This design comes from an exercise in tuning for small area, a short achievable clock period and few clock cycles per item on the open sky130 flow, not from production work. Only simulation tests tie the RTL to the original design; equivalence was not proved. Power is estimated from default activity; no workload was simulated.

## violet
Design pe_injection_port, start of the top module:
module pe_injection_port #(
    parameter int phit_size               = noc_pkg::PHIT_SIZE,
    parameter int flit_size               = 1,
    parameter int addr_length             = 8,
    parameter int addr_place_in_header    = 0,
    parameter int no_vc                   = 8,
    parameter int floorplusone_log2_no_vc = noc_pkg::VC_IDX_W,
    parameter int buf_depth               = 4
) (
    input  logic                               clk,
    input  logic                               full_reset,
    input  logic [phit_size-1:0]               in_data,
    input  logic                               in_sent_req,
    input  logic                               in_new,
    input  logic [floorplusone_log2_no_vc-1:0] in_vc_no,
    output logic                               out_ready,
    output logic [phit_size-1:0]               out_data,
    output logic                               out_sent_req,
    output logic                               out_new,
    output logic                               out_tail,
    output logic [floorplusone_log2_no_vc-1:0] out_vc_no,
    input  logic                               in_ready,
    output logic [addr_length-1:0]             out_dest_addr,
    output logic                               protocol_error,
    output logic [31:0]                        no_packet_inject_report,
    output logic [31:0]                        stall_cycles_report
);
    localparam int LFW = noc_pkg::LENGTH_FIELD_WIDTH;
    localparam int VW  = floorplusone_log2_no_vc;
    localparam int SW  = $clog2(no_vc);
    localparam int EW  = phit_size + 1;
  ...
Size in the first run: ~840 flip-flops, ~120 I/O pins, roughly 33000 um2 of cells after synthesis.
Settings: LEC_CHECK=0, CAP_MARGIN=20, CORE_MARGIN=2, CORE_UTILIZATION=60, CTS_CLUSTER_DIAMETER=100, CTS_CLUSTER_SIZE=25, SETUP_SLACK_MARGIN=3.62, SLEW_MARGIN=20, SYNTH_HIERARCHICAL=1; clock period 7.0 ns.
standard.sh (not shown) runs the stock make flow with config.mk's settings and CLKGATE_MAP_FILE= SYNTH_SCRIPT=/design/flow/synth_recipe.tcl, a recipe that flattens the netlist after the stock synthesis.
==> flow/flow/run.sh <==
#!/bin/bash
# The standard layout (standard.sh, unchanged synthesis and steps), with one
# change: the port buffers that global placement inserts are plain
# sky130_fd_sc_hd__buf_1 cells instead of the delay buffers buffer_ports
# picks by default; timing repair still resizes them where needed.
# All of ORFS's output goes to standard.log here, and its per-step logs stay
# under orfs/logs/.
set -euo pipefail
export BUFFER_PORTS_ARGS="-buffer_cell sky130_fd_sc_hd__buf_1"
bash standard.sh > standard.log 2>&1
violet: done, clean on timing, DRC and antenna
Testbench counts of violet, summed over its fixed seeds: cycles 10,595, packets 2,400.
Input changes introduced in willow (baseline for comparison: violet):
diff --git a/flow/config.mk b/flow/config.mk
--- a/flow/config.mk
+++ b/flow/config.mk
@@ -12,3 +12,3 @@
 export CTS_CLUSTER_SIZE = 25
-export SETUP_SLACK_MARGIN = 3.62
+export SETUP_SLACK_MARGIN = 3.45
 export SLEW_MARGIN = 20
Notes after the runs:
Relative to violet, the routability congestion estimate from global placement measured on willow has decreased slightly. Compared to violet, willow has final design area excluding fillers 540 um2 lower. Power after layout: violet and willow compared, higher one is violet. Final cell count (lower): willow. Delta (willow minus violet): required time at the endpoint of the critical path has increased, initial detailed-routing violation count has decreased, number of diodes added for antenna fixing has increased.
Here is what was changed in the inputs of pepper compared with willow.
diff --git a/flow/config.mk b/flow/config.mk
--- a/flow/config.mk
+++ b/flow/config.mk
@@ -12,3 +12,3 @@
 export CTS_CLUSTER_SIZE = 25
-export SETUP_SLACK_MARGIN = 3.45
+export SETUP_SLACK_MARGIN = 3.55
 export SLEW_MARGIN = 20
==> comparison <==
- A highest-delay cell along the critical path of sky130_fd_sc_hd__buf_6 is what pepper shows, while sky130_fd_sc_hd__dfxtp_4 belongs to willow.
- The final reports for pepper and willow show arrival time of data at the critical path endpoint lower in the former.
- Against willow, pepper comes in 4 lower on maximum fanout encountered on the critical timing path.
- Across pepper and willow, none had a timing, DRC or antenna violation.
- pepper against willow: cell area grew by about 1%, maximum achievable frequency grew by about 2.2%, slack of the critical path grew by 0.077 ns, critical path depth shrank by 9, number of buffer and inverter stages on the critical path grew by 1.
- In the tables for pepper and willow, count of clock-buffer cells in the layout reads lower with pepper.
- In the flow results for pepper and willow, the via count is larger on pepper.
- Summary of the comparison: sequential share of layout area is lower in pepper, relative to willow.
### pepper -> amber
diff --git a/flow/config.mk b/flow/config.mk
--- a/flow/config.mk
+++ b/flow/config.mk
@@ -10,4 +10,4 @@
 export CORE_UTILIZATION = 60
-export CTS_CLUSTER_DIAMETER = 100
-export CTS_CLUSTER_SIZE = 25
+export CTS_CLUSTER_DIAMETER = 110
+export CTS_CLUSTER_SIZE = 28
 export SETUP_SLACK_MARGIN = 3.55
==> run summary <==
The final cell area excluding filler cells was comparable across pepper and amber. Net switching fraction of the power across pepper and amber: no real change. For the relative area of clock buffers and inverters in the final design, amber came in 0.53 points lower than pepper did. Areal power density over the cells in amber is about 2.4% below pepper. Compared with pepper, amber shows routed length on met3 that has gone down slightly. amber ended up with met5 as its uppermost signal routing layer after detailed routing; pepper ended up with met4.
Here is what was changed in the inputs of cedar compared with amber.
==> flow/run.sh (new file) <==
#!/bin/bash
# synth_recipe.tcl (not shown) runs the flow's synth.tcl, then flattens the netlist and writes it again
# the make line also repeats each setting of config.mk as NAME=value (left out here)
make -C /OpenROAD-flow-scripts/flow DESIGN_CONFIG=/design/flow/config.mk WORK_HOME=/design/flow/orfs CLKGATE_MAP_FILE= SYNTH_SCRIPT=/design/flow/synth_recipe.tcl finish
diff --git a/flow/config.mk b/flow/config.mk
--- a/flow/config.mk
+++ b/flow/config.mk
@@ -9,5 +9,5 @@
 export CORE_MARGIN = 2
-export CORE_UTILIZATION = 60
-export CTS_CLUSTER_DIAMETER = 110
-export CTS_CLUSTER_SIZE = 28
+export CORE_UTILIZATION = 40
+export CTS_CLUSTER_DIAMETER = 100
+export CTS_CLUSTER_SIZE = 25
 export SETUP_SLACK_MARGIN = 3.55
removed: flow/flow/run.sh
removed: flow/standard.sh
Findings:
- cedar finished end to end and its layout was clean on timing, DRC and antenna.
- On wire length: between amber and cedar, it ends up higher for cedar.
- Maximum cell stage delay along the critical path up 0.03 ns in cedar wrt amber
- Per the comparison of cedar with amber, final weighted congestion of routability-driven global placement dropped 0.085; worst setup timing slack at the placement stage dropped 0.21 ns; via count climbed 250; worst setup slack dropped 0.074 ns.
- cedar against amber: maximum fanout count along the critical path shrank by 2; chip height has increased; post-detailed-route via-to-cell ratio fell by about 11%.

[separate check: timing with driven ports]
In the flow no input, the clock included, has a driving cell. The finished layouts below were timed again as built, in two steps. Step 1, drivers: a clkbuf_16 drives clk and a buf_2 each remaining input, both assumed. Step 2 times the ports against the registers' clock, not the clock port: input delays grow and output delays shrink by t, the midpoint of the rising clock arrivals with the driver on. Slacks: ideal / step 1 / step 2; pairs: ideal / step 1.
| run | t, ns | setup slack, ns | worst setup path at the end |
|---|---|---|---|
| violet | 0.660 | 3.417 / 3.342 / 2.915 | input to register |
| willow | 0.661 | 3.397 / 3.377 / 2.943 | input to register |
| pepper | 0.656 | 3.474 / 3.383 / 2.879 | input to register |
| amber | 0.659 | 3.462 / 3.397 / 2.929 | input to register |
| cedar | 0.665 | 3.389 / 3.215 / 2.825 | input to register |
After both steps every run listed still meets setup and hold. The setup slack of pepper, which loses most, moves by -0.091 ns with the drivers and by -0.595 ns with both steps.
